From an optimization exercise on the open Yosys and OpenROAD flow, aimed at a short achievable clock period and few clock cycles; shortcuts taken in it are not production practice.
No functional check of the RTL was part of any run shown here.

===== design/flow/run.sh =====
#!/bin/bash
# synth_recipe.tcl (not shown) runs the flow's synth.tcl, then flattens the netlist and writes it again
# the make line also repeats each setting of config.mk as NAME=value (left out here)
make -C /OpenROAD-flow-scripts/flow DESIGN_CONFIG=/design/flow/config.mk WORK_HOME=/design/flow/orfs CLKGATE_MAP_FILE= SYNTH_SCRIPT=/design/flow/synth_recipe.tcl finish

===== design/flow/constraint.sdc =====
create_clock -name core_clock -period 12.5 [get_ports {ap_clk}]
set_input_delay 2.5000 -clock core_clock [delete_from_list [all_inputs] [get_ports {ap_clk}]]
set_output_delay 2.5000 -clock core_clock [all_outputs]
set_load 0.01 [all_outputs]

===== design/flow/config.mk =====
export PLATFORM = sky130hd
export DESIGN_NAME = acc_top
export DESIGN_NICKNAME = acc_top
export VERILOG_FILES = /design/flow/design.v
export SDC_FILE = /design/flow/constraint.sdc
export NUM_CORES = 4
export LEC_CHECK = 0
export ABC_CLOCK_PERIOD_IN_PS = 5000
export CAP_MARGIN = 20
export CORE_MARGIN = 2
export CORE_UTILIZATION = 40
export SETUP_SLACK_MARGIN = 5
export SLEW_MARGIN = 20

===== design/flow/design.v =====
package acc_pkg;
  localparam int WORD_BITS = 32;
  localparam int LANE_BITS = 8;
  localparam int LANES     = WORD_BITS / LANE_BITS;
  localparam int ADDR_WIDTH_DEF = 32;
  localparam int CNT_WIDTH_DEF  = 8;
  typedef logic [WORD_BITS-1:0]        word_t;
  typedef logic signed [LANE_BITS-1:0] lane_t;
  typedef enum logic [2:0] {
    ST_IDLE,
    ST_FETCH,
    ST_MAC,
    ST_WRITE,
    ST_DONE
  } acc_state_e;
  function automatic word_t byte_rev(input word_t w);
    word_t r;
    for (int b = 0; b < LANES; b++) begin
      r[b*LANE_BITS +: LANE_BITS] = w[(LANES-1-b)*LANE_BITS +: LANE_BITS];
    end
    byte_rev = r;
  endfunction
endpackage
`timescale 1ns/100ps
module acc_top #(
  parameter int ADDR_WIDTH = acc_pkg::ADDR_WIDTH_DEF,
  parameter int CNT_WIDTH  = acc_pkg::CNT_WIDTH_DEF
) (
  input  logic                  ap_clk,
  input  logic                  ap_rst_n,
  input  logic                  ap_start,
  output logic                  ap_idle,
  output logic                  ap_ready,
  output logic                  ap_done,
  input  logic [ADDR_WIDTH-1:0] ifm_addr_base,
  input  logic [ADDR_WIDTH-1:0] wgt_addr_base,
  input  logic [ADDR_WIDTH-1:0] ofm_addr_base,
  input  logic [CNT_WIDTH-1:0]  cfg_ci,
  input  logic [CNT_WIDTH-1:0]  cfg_co,
  output logic                  ifm_rd_req,
  output logic [ADDR_WIDTH-1:0] ifm_rd_addr,
  input  logic                  ifm_rd_valid,
  input  acc_pkg::word_t        ifm_rd_data,
  output logic                  wgt_rd_req,
  output logic [ADDR_WIDTH-1:0] wgt_rd_addr,
  input  logic                  wgt_rd_valid,
  input  acc_pkg::word_t        wgt_rd_data,
  output logic                  ofm_wr_req,
  output logic [ADDR_WIDTH-1:0] ofm_wr_addr,
  output acc_pkg::word_t        ofm_wr_data,
  input  logic                  ofm_wr_ack
);
  localparam int CW    = CNT_WIDTH;
  localparam int IDEP  = 32;             
  localparam int IPW   = $clog2(IDEP);
  localparam int WDEP  = 8;              
  localparam int WPW   = $clog2(WDEP);
  localparam int RDEP  = 8;              
  localparam int RPW   = $clog2(RDEP);
  logic            busy_q;
  logic            lastw_q;              
  logic [CW-1:0]   ci_q, co_q;
  logic            cached_q;             
  logic [ADDR_WIDTH-1:0] ifm_base_q;
  assign ap_done  = lastw_q && ofm_wr_ack;
  assign ap_idle  = !busy_q || ap_done;
  assign ap_ready = ap_start && ap_idle;
  logic [ADDR_WIDTH-1:0] w_addr_q;
  logic [CW-1:0]   wk_q, wc_q;           
  logic            wk_last_q, wc_last_q;
  logic            wr_all_q;             
  logic            w_out_q, w_go_q, w_kick_q;
  logic [WPW:0]    w_cred_q;             
  logic [WPW:0]    w_av_q;               
  logic [RPW:0]    r_cred_q;             
  logic            wreq;
  assign wreq        = (wgt_rd_valid && w_go_q) || w_kick_q;
  assign wgt_rd_req  = wreq;
  assign wgt_rd_addr = w_addr_q;
  logic [ADDR_WIDTH-1:0] i_addr_q;
  logic [CW-1:0]   ik_q, ic_q;
  logic            ik_last_q, ic_last_q;
  logic            ir_all_q;
  logic            i_out_q, i_go_q, i_kick_q;
  logic [IPW:0]    i_cred_q;             
  logic [IPW:0]    i_av_q;               
  logic [IPW-1:0]  i_wp_q, i_rp_q;
  logic            ireq;
  assign ireq        = (ifm_rd_valid && i_go_q) || i_kick_q;
  assign ifm_rd_req  = ireq;
  assign ifm_rd_addr = i_addr_q;
  acc_pkg::word_t  icache [IDEP];
  acc_pkg::word_t  wq     [WDEP];
  acc_pkg::word_t  rq     [RDEP];
  logic [WPW-1:0]  w_wp_q, w_rp_q;
  logic [RPW-1:0]  r_wp_q, r_rp_q;
  always_ff @(posedge ap_clk) begin
    if (ifm_rd_valid) icache[i_wp_q] <= ifm_rd_data;
    if (wgt_rd_valid) wq[w_wp_q]     <= wgt_rd_data;
  end
  logic [CW-1:0]   kc_q;                 
  logic [CW-1:0]   cc_q;
  logic            kc_first_q, kc_last_q, cc_first_q;
  logic            i_have, w_have, fire, i_dec;
  assign i_have = (i_av_q != '0) || (cached_q && !cc_first_q);
  assign w_have = (w_av_q != '0);
  assign fire   = (w_have || wgt_rd_valid) && (i_have || ifm_rd_valid);
  assign i_dec  = fire && (!cached_q || cc_first_q);
  acc_pkg::word_t  op_i_q, op_w_q;
  logic            s1_v_q, s1_first_q, s1_last_q;
  logic signed [15:0] prod_q [acc_pkg::LANES];
  logic            s2_v_q, s2_first_q, s2_last_q;
  acc_pkg::word_t  acc_q;
  always_ff @(posedge ap_clk) begin
    if (fire) begin
      op_i_q <= i_have ? icache[i_rp_q] : ifm_rd_data;
      op_w_q <= w_have ? wq[w_rp_q]     : wgt_rd_data;
    end
    s1_first_q <= kc_first_q;
    s1_last_q  <= kc_last_q;
    if (s1_v_q) begin
      for (int l = 0; l < acc_pkg::LANES; l++) begin
        prod_q[l] <= $signed(op_i_q[l*8 +: 8]) * $signed(op_w_q[l*8 +: 8]);
      end
    end
    s2_first_q <= s1_first_q;
    s2_last_q  <= s1_last_q;
  end
  logic signed [17:0] dot;
  acc_pkg::word_t     acc_d;
  always_comb begin
    dot = 18'(prod_q[0]) + 18'(prod_q[1]) + 18'(prod_q[2]) + 18'(prod_q[3]);
    acc_d = (s2_first_q ? '0 : acc_q) + acc_pkg::word_t'(32'(dot));
  end
  always_ff @(posedge ap_clk) begin
    if (s2_v_q) acc_q <= acc_d;
    if (s2_v_q && s2_last_q) rq[r_wp_q] <= acc_d;
  end
  logic [ADDR_WIDTH-1:0] o_addr_q;
  logic [CW-1:0]   oc_q;
  logic            oc_last_q;
  logic            o_out_q, o_go_q, o_kick_q;
  logic [RPW:0]    r_av_q;               
  logic            wissue, rpush;
  assign rpush       = s2_v_q && s2_last_q;
  assign wissue      = (ofm_wr_ack && o_go_q) || o_kick_q;
  assign ofm_wr_req  = wissue;
  assign ofm_wr_addr = o_addr_q;
  assign ofm_wr_data = acc_pkg::byte_rev(rq[r_rp_q]);
  logic            wr_all_d, w_out_d, wk_last_d, w_cond;
  logic [CW-1:0]   wk_d, wc_d;
  logic [WPW:0]    w_cred_d;
  logic [RPW:0]    r_cred_d, r_av_d;
  logic            ir_all_d, i_out_d, i_cond;
  logic [IPW:0]    i_cred_d;
  logic            o_out_d, o_cond;
  always_comb begin
    wk_d = wk_q; wc_d = wc_q; wr_all_d = wr_all_q;
    if (wreq) begin
      if (wk_last_q) begin
        wk_d = '0;
        wc_d = wc_q + 1'b1;
        if (wc_last_q) wr_all_d = 1'b1;
      end else begin
        wk_d = wk_q + 1'b1;
      end
    end
    wk_last_d = (wk_d == ci_q - 1'b1);
    w_out_d   = wreq || (w_out_q && !wgt_rd_valid);
    w_cred_d  = w_cred_q + (WPW+1)'(wreq) - (WPW+1)'(fire);
    r_av_d    = r_av_q + (RPW+1)'(rpush) - (RPW+1)'(wissue);
    r_cred_d  = r_cred_q + (RPW+1)'(wreq && wk_last_q) - (RPW+1)'(wissue);
    w_cond    = !wr_all_d && (w_cred_d < (WPW+1)'(WDEP)) &&
                (!wk_last_d || (r_cred_d < (RPW+1)'(RDEP)));
    ir_all_d = ir_all_q;
    if (ireq && ik_last_q && (cached_q || ic_last_q)) ir_all_d = 1'b1;
    i_out_d  = ireq || (i_out_q && !ifm_rd_valid);
    i_cred_d = i_cred_q + (IPW+1)'(ireq) - (IPW+1)'(i_dec);
    i_cond   = !ir_all_d && (cached_q || (i_cred_d < (IPW+1)'(IDEP)));
    o_out_d  = wissue || (o_out_q && !ofm_wr_ack);
    o_cond   = (r_av_d != '0);
  end
  logic cached_in;
  assign cached_in = (cfg_ci != '0) && (cfg_ci <= CW'(IDEP));
  always_ff @(posedge ap_clk or negedge ap_rst_n) begin
    if (!ap_rst_n) begin
      busy_q    <= 1'b0;
      lastw_q   <= 1'b0;
      w_out_q   <= 1'b0; w_go_q <= 1'b0; w_kick_q <= 1'b0;
      i_out_q   <= 1'b0; i_go_q <= 1'b0; i_kick_q <= 1'b0;
      o_out_q   <= 1'b0; o_go_q <= 1'b0; o_kick_q <= 1'b0;
      wr_all_q  <= 1'b0; ir_all_q <= 1'b0;
      w_cred_q  <= '0; w_av_q <= '0; r_cred_q <= '0; r_av_q <= '0;
      i_cred_q  <= '0; i_av_q <= '0;
      w_wp_q    <= '0; w_rp_q <= '0; r_wp_q <= '0; r_rp_q <= '0;
      i_wp_q    <= '0; i_rp_q <= '0;
      wk_q      <= '0; wc_q <= '0; wk_last_q <= 1'b0; wc_last_q <= 1'b0;
      ik_q      <= '0; ic_q <= '0; ik_last_q <= 1'b0; ic_last_q <= 1'b0;
      kc_q      <= '0; cc_q <= '0;
      kc_first_q <= 1'b0; kc_last_q <= 1'b0; cc_first_q <= 1'b0;
      oc_q      <= '0; oc_last_q <= 1'b0;
      s1_v_q    <= 1'b0; s2_v_q <= 1'b0;
      cached_q  <= 1'b0;
      ci_q      <= '0; co_q <= '0;
    end else if (ap_idle) begin
      busy_q    <= ap_start;
      lastw_q   <= 1'b0;
      ci_q      <= cfg_ci;
      co_q      <= cfg_co;
      cached_q  <= cached_in;
      w_out_q   <= 1'b0; w_go_q <= 1'b0; w_kick_q <= ap_start;
      i_out_q   <= 1'b0; i_go_q <= 1'b0; i_kick_q <= ap_start;
      o_out_q   <= 1'b0; o_go_q <= 1'b0; o_kick_q <= 1'b0;
      wr_all_q  <= 1'b0; ir_all_q <= 1'b0;
      w_cred_q  <= '0; w_av_q <= '0; r_cred_q <= '0; r_av_q <= '0;
      i_cred_q  <= '0; i_av_q <= '0;
      w_wp_q    <= '0; w_rp_q <= '0; r_wp_q <= '0; r_rp_q <= '0;
      i_wp_q    <= '0; i_rp_q <= '0;
      wk_q      <= '0; wc_q <= '0;
      wk_last_q <= (cfg_ci == CW'(1)); wc_last_q <= (cfg_co == CW'(1));
      ik_q      <= '0; ic_q <= '0;
      ik_last_q <= (cfg_ci == CW'(1)); ic_last_q <= (cfg_co == CW'(1));
      kc_q      <= '0; cc_q <= '0;
      kc_first_q <= 1'b1; kc_last_q <= (cfg_ci == CW'(1)); cc_first_q <= 1'b1;
      oc_q      <= '0; oc_last_q <= (cfg_co == CW'(1));
      s1_v_q    <= 1'b0; s2_v_q <= 1'b0;
    end else begin
      w_out_q  <= w_out_d;
      w_go_q   <= w_cond;
      w_kick_q <= w_cond && !w_out_d;
      wr_all_q <= wr_all_d;
      wk_q     <= wk_d;
      wc_q     <= wc_d;
      wk_last_q <= wk_last_d;
      if (wreq && wk_last_q) wc_last_q <= (wc_q + 1'b1 == co_q - 1'b1);
      w_cred_q <= w_cred_d;
      r_cred_q <= r_cred_d;
      w_av_q   <= w_av_q + (WPW+1)'(wgt_rd_valid) - (WPW+1)'(fire);
      if (wgt_rd_valid) w_wp_q <= w_wp_q + 1'b1;
      i_out_q  <= i_out_d;
      i_go_q   <= i_cond;
      i_kick_q <= i_cond && !i_out_d;
      ir_all_q <= ir_all_d;
      if (ireq) begin
        if (ik_last_q) begin
          ik_q      <= '0;
          ic_q      <= ic_q + 1'b1;
          ik_last_q <= (ci_q == CW'(1));
          ic_last_q <= (ic_q + 1'b1 == co_q - 1'b1);
        end else begin
          ik_q      <= ik_q + 1'b1;
          ik_last_q <= (ik_q + 1'b1 == ci_q - 1'b1);
        end
      end
      i_cred_q <= i_cred_d;
      i_av_q   <= i_av_q + (IPW+1)'(ifm_rd_valid) - (IPW+1)'(i_dec);
      if (ifm_rd_valid) i_wp_q <= i_wp_q + 1'b1;
      s1_v_q <= fire;
      s2_v_q <= s1_v_q;
      if (fire) begin
        w_rp_q <= w_rp_q + 1'b1;
        if (kc_last_q) begin
          kc_q       <= '0;
          cc_q       <= cc_q + 1'b1;
          kc_first_q <= 1'b1;
          kc_last_q  <= (ci_q == CW'(1));
          cc_first_q <= 1'b0;
          i_rp_q     <= cached_q ? '0 : i_rp_q + 1'b1;
        end else begin
          kc_q       <= kc_q + 1'b1;
          kc_first_q <= 1'b0;
          kc_last_q  <= (kc_q + 1'b1 == ci_q - 1'b1);
          i_rp_q     <= i_rp_q + 1'b1;
        end
      end
      o_out_q  <= o_out_d;
      o_go_q   <= o_cond;
      o_kick_q <= o_cond && !o_out_d;
      r_av_q   <= r_av_d;
      if (rpush) r_wp_q <= r_wp_q + 1'b1;
      if (wissue) begin
        r_rp_q    <= r_rp_q + 1'b1;
        oc_q      <= oc_q + 1'b1;
        oc_last_q <= (oc_q + 1'b1 == co_q - 1'b1);
        lastw_q   <= oc_last_q;
      end else if (ofm_wr_ack) begin
        lastw_q   <= 1'b0;
      end
    end
  end
  always_ff @(posedge ap_clk) begin
    if (ap_idle) begin
      w_addr_q   <= wgt_addr_base;
      i_addr_q   <= ifm_addr_base;
      ifm_base_q <= ifm_addr_base;
      o_addr_q   <= ofm_addr_base;
    end else begin
      if (wreq) w_addr_q <= w_addr_q + ADDR_WIDTH'(4);
      if (ireq) i_addr_q <= (ik_last_q && !cached_q) ? ifm_base_q : i_addr_q + ADDR_WIDTH'(4);
      if (wissue) o_addr_q <= o_addr_q + ADDR_WIDTH'(4);
    end
  end
endmodule

==> run_results.csv, run 1 <==
group,metric,value,unit
run_status,run_status,"finished clean",
critical_path,crit_fanout,87,
critical_path,cp-end-kind,"primary output",
sta,max_freq,0.136,GHz
yosys,synth_nets,6275,
die,initial_utilization,40.1,%
sta,fin_crit_sh,59.0,%
yosys,yosysSeqAreaShare,64.0,%
clocking,cts_tree,"yes",
sta,rsz0062_at_grt,"true",
placement,placed_area,98500,µm²
sta,hold_violations,0,
critical_path,r2r_setup_slack,5.87,ns
clocking,clk_pin_slew,0.06,ns
route,wl_per_cell,22.5,µm
cells_and_area,final_nets,6698,
die,core,227000,µm²
sta,worst_slack,5.12,ns
cells_and_area,mostFrequentLayoutCells,"1824 x edfxtp_1, 448 x inv_1, 448 x mux4_2",
cells_and_area,area_growth,15.3,%
sta,slew_violations,0,
critical_path,worstPathArrival,4.88,ns
critical_path,r2r-end,"rq[3][30]",
critical_path,crit_type,"input port to primary output",
sta,relSlewSlack,30.2,%
route,vias,48100,
die,die_h,481,µm
global_routing,antenna_found_initial,19,
sta,finClkSkew,0.0352,ns
sta,fin_crit,7.38,ns
sta,worstMarginPinSlew,1.05,ns
die,num_rows,175,
route,drtPass1Iterations,5,
placement,gp_congestion,0.837,
clocking,cts_sinks,1966,
critical_path,critical_path_required,10.00,ns
sta,tns,0,ns
global_routing,grt_max_degree,109,
global_routing,grt_pass1_wl,315000,µm
placement,dp_hpwl,125000,µm
critical_path,rr_startpoint,"prod_q[1][2]",
clocking,cts_made_buffers,204,
critical_path,endpoint,"ap_ready",
sta,holdWs,0.330,ns
clocking,clk_path_buf_depth,3,
placement,io_buffers,315,
cells_and_area,layout_commonest_cell,"edfxtp_1",
critical_path,r2r_cells,24,
cells_and_area,final_util,46.3,%
yosys,ys_ff_latch,1966,
clocking,clk_latency,0.85,ns
route,initialDrtViolationCount,3756,
global_routing,overflow,0,
global_routing,grt.total_usage,18.0,%
yosys,synth_cells,5618,
placement,dp.cells,8844,
clocking,htreeDepth,4,
global_routing,grt_pass1_vias,49400,
yosys,synth.distinct_cells,75,
yosys,synth_edf_count,1824,
critical_path,worstSetupStartpoint,"ofm_wr_ack",
route,post_drt_via_cell_ratio,5.22,
route,drt_wl_total,208000,µm
die,io_pins,316,
yosys,synthArstFlopShare,7.02,%
route,ant_nets,0,
die,dieArea,232000,µm²
critical_path,start_kind,"input port",
clocking,cts_root_buffer,"clkbuf_16",
sta,setup_viol,0,
cells_and_area,final_area,105000,µm²
yosys,synth_flop_cell,"edfxtp_1",
yosys,yosysWarnings,2,
route,drc,0,
die,die_w,481,µm
placement,pre_cts_ws,4.78,ns
cells_and_area,drive_above_1_share,15.6,%
yosys,synth_area,91200,µm²
min_path,hold_class,"flip-flop to flip-flop",
cells_and_area,instances_no_fill,9223,
min_path,holdPathStages,0,
job,drv_cap,0,
yosys,syn_area_per_cell,16.2,µm²
-- synthesized netlist by cell type, drive strengths merged (4+ instances only) --
cell type | n | area [µm²]
nor3 | 45 | 236
nand3 | 78 | 390
a211oi | 8 | 75.1
a21o | 46 | 353
o21bai | 8 | 60.1
clkbuf | 146 | 548
buf | 52 | 203
nor4 | 21 | 138
or3 | 14 | 87.6
a21boi | 9 | 67.6
and4 | 8 | 72.6
nor2b | 45 | 282
and3 | 48 | 300
a211o | 5 | 43.8
or2 | 7 | 43.8
o21a | 6 | 45.0
mux4 | 448 | 10100
nand4 | 21 | 131
nor2 | 256 | 968
mux2 | 36 | 405
nand2b | 45 | 282
nand2 | 385 | 1450
o211ai | 5 | 37.5
fa | 260 | 5200
a31oi | 11 | 68.8
dfrtp | 138 | 3450
edfxtp | 1824 | 54800
ha | 215 | 2690
xor2 | 125 | 1090
inv | 451 | 1690
xnor2 | 205 | 1800
a21oi | 162 | 818
mux2i | 73 | 731
and2 | 169 | 1060
o21ai | 196 | 992
o31ai | 6 | 50.1
dfxtp | 4 | 80.1
nor4b | 4 | 35.0
-- how the worst min path moves through the flow --
stage / end / slack, ns / from
5_1_grt: s2_first_q / 0.34 / s1_first_q
6_report: s2_first_q / 0.33 / s1_first_q
3_5_place_dp: s2_first_q / 0.32 / s1_first_q
3_3_place_gp: s2_first_q / 0.32 / s1_first_q
2_1_floorplan: s2_first_q / 0.31 / s1_first_q
4_1_cts: s2_first_q / 0.33 / s1_first_q
-- sequential cells by signal, summed over array words and instances (netlist names), 8 cells and up --
register,count
rq,256
prod_q,64
ifm_base_q,32
wk_q,8
ci_q,8
w_addr_q,32
i_addr_q,32
icache,1024
ic_q,8
ik_q,8
wc_q,8
oc_q,8
op_w_q,32
wq,256
kc_q,8
op_i_q,32
co_q,8
o_addr_q,32
acc_q,32
-- final cells by class --
type | instances | area [µm²]
sequential | 1966 | 58300
timing repair buffer | 415 | 3920
clock buffer | 257 | 5440
inverter | 453 | 1730
fill | 19400 | 122000
multi-input combinational | 3001 | 30700
clock inverter | 119 | 1170
antenna | 3 | 7.51
tap | 3009 | 3760
-- logic make-up after synthesis --
logic type,after synthesis,share of synthesized area [%]
AO/OA/AOI/OAI,486,3.12
XOR/XNOR,332,3.22
adder cells (fa/ha/maj),475,8.66
buffers and inverters,651,2.69
flip-flops,1966,64.0
multiplexers,557,12.3
AND/OR/NAND/NOR,1151,6.04
-- repair_timing --
item                       in CTS  in global routing
gates cloned                    0                  0
setup buffers                   0                  0
setup endpoints to repair       1                  2
hold buffers                    0                  0
gates resized for setup         3                  5
-- worst max-delay path, stage by stage --
cell and delay, ns:
clkdlybuf4s50_1 0.49, nand2_1 0.11, buf_4 0.20, and2_2 0.19
buf_12 0.26, clkinv_16 0.23, and2_1 0.31, clkdlybuf4s50_1 0.50
-- layer usage --
metal	global-route usage, %	vias up	routed length [µm]
li1	-	21700	-
met1	24.4	25100	89500
met2	30.6	1062	105000
met3	2.73	251	9410
met4	4.38	12	4050
met5	0	-	78
==> run 2: changes to the inputs <==
--- a/design/flow/config.mk
+++ b/design/flow/config.mk
@@ -6,8 +6,6 @@
 export NUM_CORES = 4
 export LEC_CHECK = 0
-export ABC_CLOCK_PERIOD_IN_PS = 5000
 export CAP_MARGIN = 20
 export CORE_MARGIN = 2
 export CORE_UTILIZATION = 40
-export SETUP_SLACK_MARGIN = 5
 export SLEW_MARGIN = 20
==> run_results.csv, run 2 <==
group,metric,value,unit
yosys,synth_top_family_by_area,"multiplexers",
cells_and_area,multi_input_area,30700,µm²
critical_path,critical_path_required,10.00,ns
cells_and_area,drive_above_1_share,15.6,%
yosys,synthArstFlopShare,7.02,%
yosys,synth_flop_cell,"edfxtp_1",
route,vias,48100,
global_routing,grt_max_degree,109,
sta,setup_viol,0,
global_routing,grt_pass1_wl,315000,µm
cells_and_area,final-seq-area,58300,µm²
sta,max_freq,0.130,GHz
yosys,syn_area_per_cell,16.2,µm²
route,met1_length,89000,µm
critical_path,start_kind,"input port",
critical_path,crit_fanout,87,
placement,dp_hpwl,125000,µm
yosys,ys_top_cells_by_count,"1824 x edfxtp_1, 449 x inv_1, 448 x mux4_2",
critical_path,r2r_setup_slack,5.88,ns
die,num_rows,175,
cells_and_area,regMostFlops,"icache",
clocking,cts_resized,0,
sta,worstMarginPinSlew,1.04,ns
run_status,run_status,"finished clean",
sta,slew_violations,0,
min_path,hold_end,"s2_first_q",
clocking,post-cts-setup-buffer-count,0,
route,drtPass1Iterations,5,
sta,tns,0,ns
placement,io_buffers,315,
sta,finClkSkew,0.0352,ns
critical_path,worstPathArrival,5.21,ns
die,die_w,481,µm
yosys,synth_compound_area_share,3.12,%
die,initial_utilization,40.1,%
placement,gp_congestion,0.837,
global_routing,grt_pass1_vias,49400,
critical_path,r2r_cells,24,
clocking,clk_path_buf_depth,3,
sta,relSlewSlack,30.2,%
yosys,synthAdderAreaFrac,8.66,%
min_path,hold_start,"s1_first_q",
sta,fin_crit,7.71,ns
min_path,hold_class,"flip-flop to flip-flop",
route,dr_wl_met3,9960,µm
die,io_pins,316,
route,wl_met2,104000,µm
sta,holdWs,0.331,ns
cells_and_area,layout_commonest_cell,"edfxtp_1",
route,routed.top_layer,"met5",
route,initialDrtViolationCount,4016,
sta,worst_slack,4.79,ns
die,core,227000,µm²
clocking,cts_hold_buf,0,
yosys,synth_simple_gate_area_share,6.04,%
yosys,synth_area_leader_cell,"edfxtp_1",
critical_path,crit_type,"input port to primary output",
critical_path,cp-end-kind,"primary output",
sta,fin_crit_sh,61.7,%
yosys,synth_nets,6275,
cells_and_area,mostFrequentLayoutCells,"1824 x edfxtp_1, 448 x inv_1, 448 x mux4_2",
yosys,synth_cells,5618,
cells_and_area,area_growth,15.3,%
yosys,ys_ff_latch,1966,
min_path,holdPathStages,0,
route,drc,0,
clocking,cts_made_buffers,204,
clocking,cts_tree,"yes",
job,drv_cap,0,
clocking,htreeDepth,4,
die,die_h,481,µm
yosys,yosys.area_share.xor_xnor,3.22,%
global_routing,grt.total_usage,18.0,%
cells_and_area,final.fill_count,19400,
cells_and_area,final_nets,6698,
route,drt_wl_total,208000,µm
global_routing,overflow,0,
yosys,synthMuxAreaShare,12.3,%
critical_path,rr_startpoint,"prod_q[1][2]",
placement,dp.cells,8844,
clocking,cts_root_buffer,"clkbuf_16",
placement,pre_cts_ws,4.78,ns
cells_and_area,largest_reg_flops,1024,
route,ant_nets,0,
sta,rsz0062_at_grt,"false",
yosys,synth.top_cell.area_share,60.1,%
critical_path,r2r-end,"rq[3][30]",
yosys,synth_area,91200,µm²
cells_and_area,largestRegisters,"icache (1024), rq (256), wq (256)",
clocking,clk_latency,0.86,ns
route,wl_per_cell,22.5,µm
route,post_drt_via_cell_ratio,5.21,
clocking,clk_pin_slew,0.06,ns
sta,hold_violations,0,
yosys,synth_edf_count,1824,
yosys,synth.distinct_cells,75,
clocking,cts_sinks,1966,
die,dieArea,232000,µm²
yosys,yosysWarnings,2,
global_routing,antenna_found_initial,19,
yosys,synth.most_common_cell,"edfxtp_1",
yosys,yosysSeqAreaShare,64.0,%
yosys,netlist_top_cells_area,"edfxtp_1 60%, mux4_2 11%, fa_1 5.7%, dfrtp_1 3.8%, ha_1 3.0%",
cells_and_area,instances_no_fill,9223,
## run 2: cell counts after synthesis
Identical to the previous run, type by type.
## run 2: layout make-up
type                       instances  area share, %
timing repair buffer             415           3.72
clock inverter                   119           1.12
multi-input combinational       3001           29.3
tap                             3009           3.58
antenna                            3        0.00714
inverter                         453           1.63
sequential                      1966           55.5
clock buffer                     257           5.18
## run 2: worst max-delay path by stage
stage	slack (ns)	startpoint	end	cells after the start
2_1_floorplan	5.23	ofm_wr_ack	ap_idle	7
3_3_place_gp	4.78	ofm_wr_ack	ap_ready	8
3_5_place_dp	4.78	ofm_wr_ack	ap_ready	8
4_1_cts	4.77	ofm_wr_ack	ap_ready	8
5_1_grt	4.61	ofm_wr_ack	ap_ready	8
6_report	4.79	ofm_wr_ack	ap_ready	8
## run 2: cell families after synthesis
group / Yosys count
xor+xnor: 332
flops: 1966
buf+inv: 651
fa+ha+maj: 475
simple gates: 1151
compound gates: 486
mux: 557
## run 2: critical path, stage by stage
cell	delay, ns
clkdlybuf4s50_1	0.53
nand2_1	0.08
buf_4	0.19
and2_2	0.20
buf_4	0.33
inv_8	0.42
and2_1	0.31
clkdlybuf4s50_1	0.58
## run 2: metrics by stage
stage | cell area [µm²] | util [%]
after floorplan | 91200 | -
after global placement | 98500 | 43.4
after detailed placement | 98500 | 43.4
after CTS | 105000 | 46.3
after global routing | 105000 | 46.3
final | 105000 | 46.3
## run 2: metal layers
metal | vias up | global-route usage (%)
met1 | 25000 | 24.4
met5 | - | 0
met4 | 12 | 4.38
met3 | 257 | 2.73
li1 | 21700 | -
met2 | 1119 | 30.6
==> run 3: changes to the inputs <==
==> design/flow/flow/run.sh (new file) <==
#!/bin/bash
set -euo pipefail
MARGIN=${MARGIN:-7}
bash standard.sh SETUP_SLACK_MARGIN=$MARGIN ABC_CLOCK_PERIOD_IN_PS=5000 finish > standard.log 2>&1
==> design/flow/standard.sh (new file) <==
#!/bin/bash
# synth_recipe.tcl (not shown) runs the flow's synth.tcl, then flattens the netlist and writes it again
# the make line also repeats each setting of config.mk as NAME=value (left out here)
make -C /OpenROAD-flow-scripts/flow DESIGN_CONFIG=/design/flow/config.mk WORK_HOME=/design/flow/orfs CLKGATE_MAP_FILE= SYNTH_SCRIPT=/design/flow/synth_recipe.tcl "${@:-finish}"
removed: design/flow/run.sh
==> run_results.csv, run 3 <==
group,metric,value,unit
run_status,run_status,"finished clean",
clocking,cts_root_buffer,"clkbuf_16",
cells_and_area,final.fill_count,19300,
yosys,yosysSeqAreaShare,64.0,%
cells_and_area,final-seq-area,58300,µm²
cells_and_area,largestRegisters,"icache (1024), rq (256), wq (256)",
yosys,synth_area_leader_cell,"edfxtp_1",
clocking,clk_pin_slew,0.06,ns
cells_and_area,layout_commonest_cell,"edfxtp_1",
sta,fin_crit,5.86,ns
route,drtPass1Iterations,6,
global_routing,antenna_found_initial,27,
placement,io_buffers,315,
critical_path,r2r_cells,25,
sta,finClkSkew,0.0811,ns
route,initialDrtViolationCount,4169,
critical_path,cpLargestDelayFamily,"compound AO/OA/AOI/OAI gates",
route,post_drt_via_cell_ratio,5.23,
clocking,clk_path_buf_depth,3,
route,drt_wl_total,212000,µm
sta,rsz0062_at_grt,"true",
global_routing,overflow,0,
clocking,cts_sinks,1966,
sta,relSlewSlack,24.0,%
yosys,netlist_top_cells_area,"edfxtp_1 60%, mux4_2 11%, fa_1 5.7%, dfrtp_1 3.8%, ha_1 3.0%",
min_path,hold_end,"s2_first_q",
yosys,synth.distinct_cells,75,
cells_and_area,mostFrequentLayoutCells,"1824 x edfxtp_1, 448 x mux4_2, 444 x inv_1",
yosys,synth_flop_cell,"edfxtp_1",
sta,tns,0,ns
critical_path,crit_type,"flip-flop to flip-flop",
yosys,synth_edf_count,1824,
critical_path,rr_startpoint,"prod_q[1][2]",
min_path,holdPathStages,0,
job,drv_cap,0,
critical_path,crit_top_cell,"o21bai_1",
die,die_w,481,µm
yosys,synth_area,91200,µm²
sta,hold_violations,0,
cells_and_area,instances_no_fill,9310,
sta,setup_viol,0,
placement,gp_congestion,0.822,
route,ant_nets,0,
cells_and_area,area_growth,16.7,%
placement,placed_area,98600,µm²
critical_path,r2r_setup_slack,6.64,ns
clocking,clk_latency,0.86,ns
cells_and_area,largest_reg_flops,1024,
critical_path,crit_fanout,5,
sta,slew_violations,0,
yosys,ys_ff_latch,1966,
critical_path,cpPeakStageDelay,0.56,ns
critical_path,cp.buffers_inverters,3,
critical_path,r2r-end,"rq[5][28]",
min_path,hold_class,"flip-flop to flip-flop",
cells_and_area,drive_above_1_share,17.7,%
die,dieArea,232000,µm²
yosys,synth.top_cell.area_share,60.1,%
yosys,yosysWarnings,2,
global_routing,grt_pass1_wl,317000,µm
route,drc,0,
min_path,hold_start,"s1_first_q",
placement,dp_hpwl,126000,µm
die,core,227000,µm²
global_routing,grt_pass1_vias,49800,
clocking,cts_tree,"yes",
die,die_h,481,µm
critical_path,slowest_stage,"fa_1",
global_routing,grt_max_degree,112,
die,initial_utilization,40.1,%
sta,max_freq,0.171,GHz
yosys,ys_top_cells_by_count,"1824 x edfxtp_1, 449 x inv_1, 448 x mux4_2",
critical_path,worstPathArrival,6.37,ns
yosys,synthArstFlopShare,7.02,%
clocking,htreeDepth,4,
yosys,synth_cells,5618,
route,vias,48700,
cells_and_area,final_nets,6776,
die,io_pins,316,
critical_path,critical_path_required,13.01,ns
yosys,syn_area_per_cell,16.2,µm²
yosys,synth.most_common_cell,"edfxtp_1",
yosys,synth_nets,6275,
cells_and_area,multi_input_area,31600,µm²
critical_path,cp-end-kind,"flip-flop",
sta,fin_crit_sh,46.9,%
placement,dp.cells,8835,
sta,worstMarginPinSlew,1.14,ns
critical_path,start_kind,"flip-flop",
clocking,cts_hold_buf,0,
global_routing,grt.total_usage,18.2,%
route,wl_per_cell,22.8,µm
cells_and_area,final_area,106000,µm²
clocking,cts_made_buffers,200,
cells_and_area,regMostFlops,"icache",
die,num_rows,175,
-- run 3: cell types whose count changed in the layout (fill, tap and decap cells not counted), sizes merged, moves of 4 or more --
| cell | delta |
|---|---|
| buf | +76 |
| clkdlybuf4s50 | -33 |
| dlygate4sd2 | +18 |
| bufinv | -11 |
| diode | +11 |
| inv | +10 |
| dlymetal6s2s | +4 |
-- run 3: cells by family (layout without fill, tap and decap cells) --
family | count (synthesis) | count (layout) | synth area share [%]
flops | 1966 | 1966 | 64.0
simple gates | 1151 | 1154 | 6.04
buf+inv | 651 | 1311 | 2.69
mux | 557 | 557 | 12.3
compound gates | 486 | 487 | 3.12
fa+ha+maj | 475 | 475 | 8.66
xor+xnor | 332 | 337 | 3.22
other cells | 0 | 14 | 0
-- run 3: through the flow --
stage	util [%]	hold WS (ns)	setup WS (ns)
6_report	46.8	0.327	6.64
5_1_grt	46.8	0.339	6.43
4_1_cts	46.6	0.334	6.61
3_5_place_dp	43.4	0.320	4.36
3_3_place_gp	43.4	0.318	4.39
2_1_floorplan	-	0.310	6.58
-- run 3: worst register-to-register path, stage by stage, from the launching register on --
cell	delay, ns
edfxtp_1	0.37
inv_2	0.07
fa_1	0.43
fa_1	0.56
inv_2	0.06
ha_4	0.20
a21o_1	0.15
a21oi_2	0.13
o21bai_1	0.11
a21oi_2	0.15
o21bai_1	0.12
a211o_1	0.32
a221oi_2	0.33
o21bai_1	0.13
xor2_1	0.16
ha_1	0.32
and3_4	0.17
a221oi_4	0.31
nor2_2	0.09
a221oi_4	0.24
o21ai_4	0.12
a31o_1	0.24
a41o_1	0.24
a211oi_4	0.23
buf_6	0.18
xnor2_4	0.11
-- run 3: worst max path at each step --
stage	from	end	slack (ns)	depth (start not counted)
finish	prod_q[1][2]	rq[5][28]	6.64	25
global route	prod_q[1][6]	rq[4][30]	6.43	22
CTS	prod_q[2][2]	rq[0][30]	6.61	24
detailed placement	ofm_wr_ack	ap_idle	4.36	6
global placement	ofm_wr_ack	ap_idle	4.39	6
floorplan	ofm_wr_ack	ap_idle	6.58	7
-- run 3: layout make-up --
cell class / count / area share, %
Antenna cell: 14 / 0.0329
Clock buffer: 257 / 4.97
Clock inverter: 113 / 0.848
Inverter: 453 / 1.63
Multi-Input combinational cell: 3010 / 29.7
Sequential cell: 1966 / 54.8
Tap cell: 3009 / 3.54
Timing Repair Buffer: 484 / 4.40
Timing Repair inverter: 4 / 0.0329
-- run 3: repair_timing --
item                                    in CTS  in global routing
hold endpoints to repair                     0                  0
endpoints found under the setup margin     191                192
buffers inserted                            42                 28
pin swaps                                   37                 39
gates cloned                                16                  4
resized for setup                          146                 58
-- run 3: layer usage --
metal | vias up | wire (µm) | global-route usage [%] | share of wire (%)
li1 | 21900 | - | - | -
met3 | 271 | 10300 | 2.94 | 4.8
met2 | 1070 | 106000 | 30.4 | 50
met5 | - | 119 | 0 | 0.056
met1 | 25400 | 92100 | 25.0 | 43
met4 | 20 | 4060 | 4.62 | 1.9

## afterwards: timing with drivers on the ports
The flow's constraints put no driver on any port. The routed layouts listed below were extracted and timed again, unchanged, in two steps. Step 1 (the two cells are an assumption about what drives the block):
set clk [get_ports {ap_clk}]
set_driving_cell -lib_cell sky130_fd_sc_hd__clkbuf_16 $clk
set_driving_cell -lib_cell sky130_fd_sc_hd__buf_2 [delete_from_list [all_inputs] $clk]
Step 2 adds t to the input delays and takes it off the output delays; t is the mean of the earliest and latest rising clock arrival at the registers after step 1. Input paths then give back, and output paths get back, about the clock's delay inside the block. a / b / c = ideal ports / drivers / drivers and shift; a / b = the first two.
run | t (ns) | setup WS [ns] | latest minus earliest clock arrival (ns) | worst slew at a driven data input, ns | cell pins on the clock port's net
run 1 | 0.930 | 5.124 / 5.011 / 5.011 | 0.049 / 0.049 | 0.13 | 1
run 2 | 0.930 | 4.791 / 4.666 / 4.666 | 0.045 / 0.045 | 0.15 | 1
run 3 | 0.915 | 6.642 / 6.642 / 6.642 | 0.104 / 0.103 | 0.16 | 1
After both steps setup and hold are still met in every run listed. For run 2, which loses most, drivers alone change the setup slack by -0.125 ns; drivers and shift together by -0.125 ns.
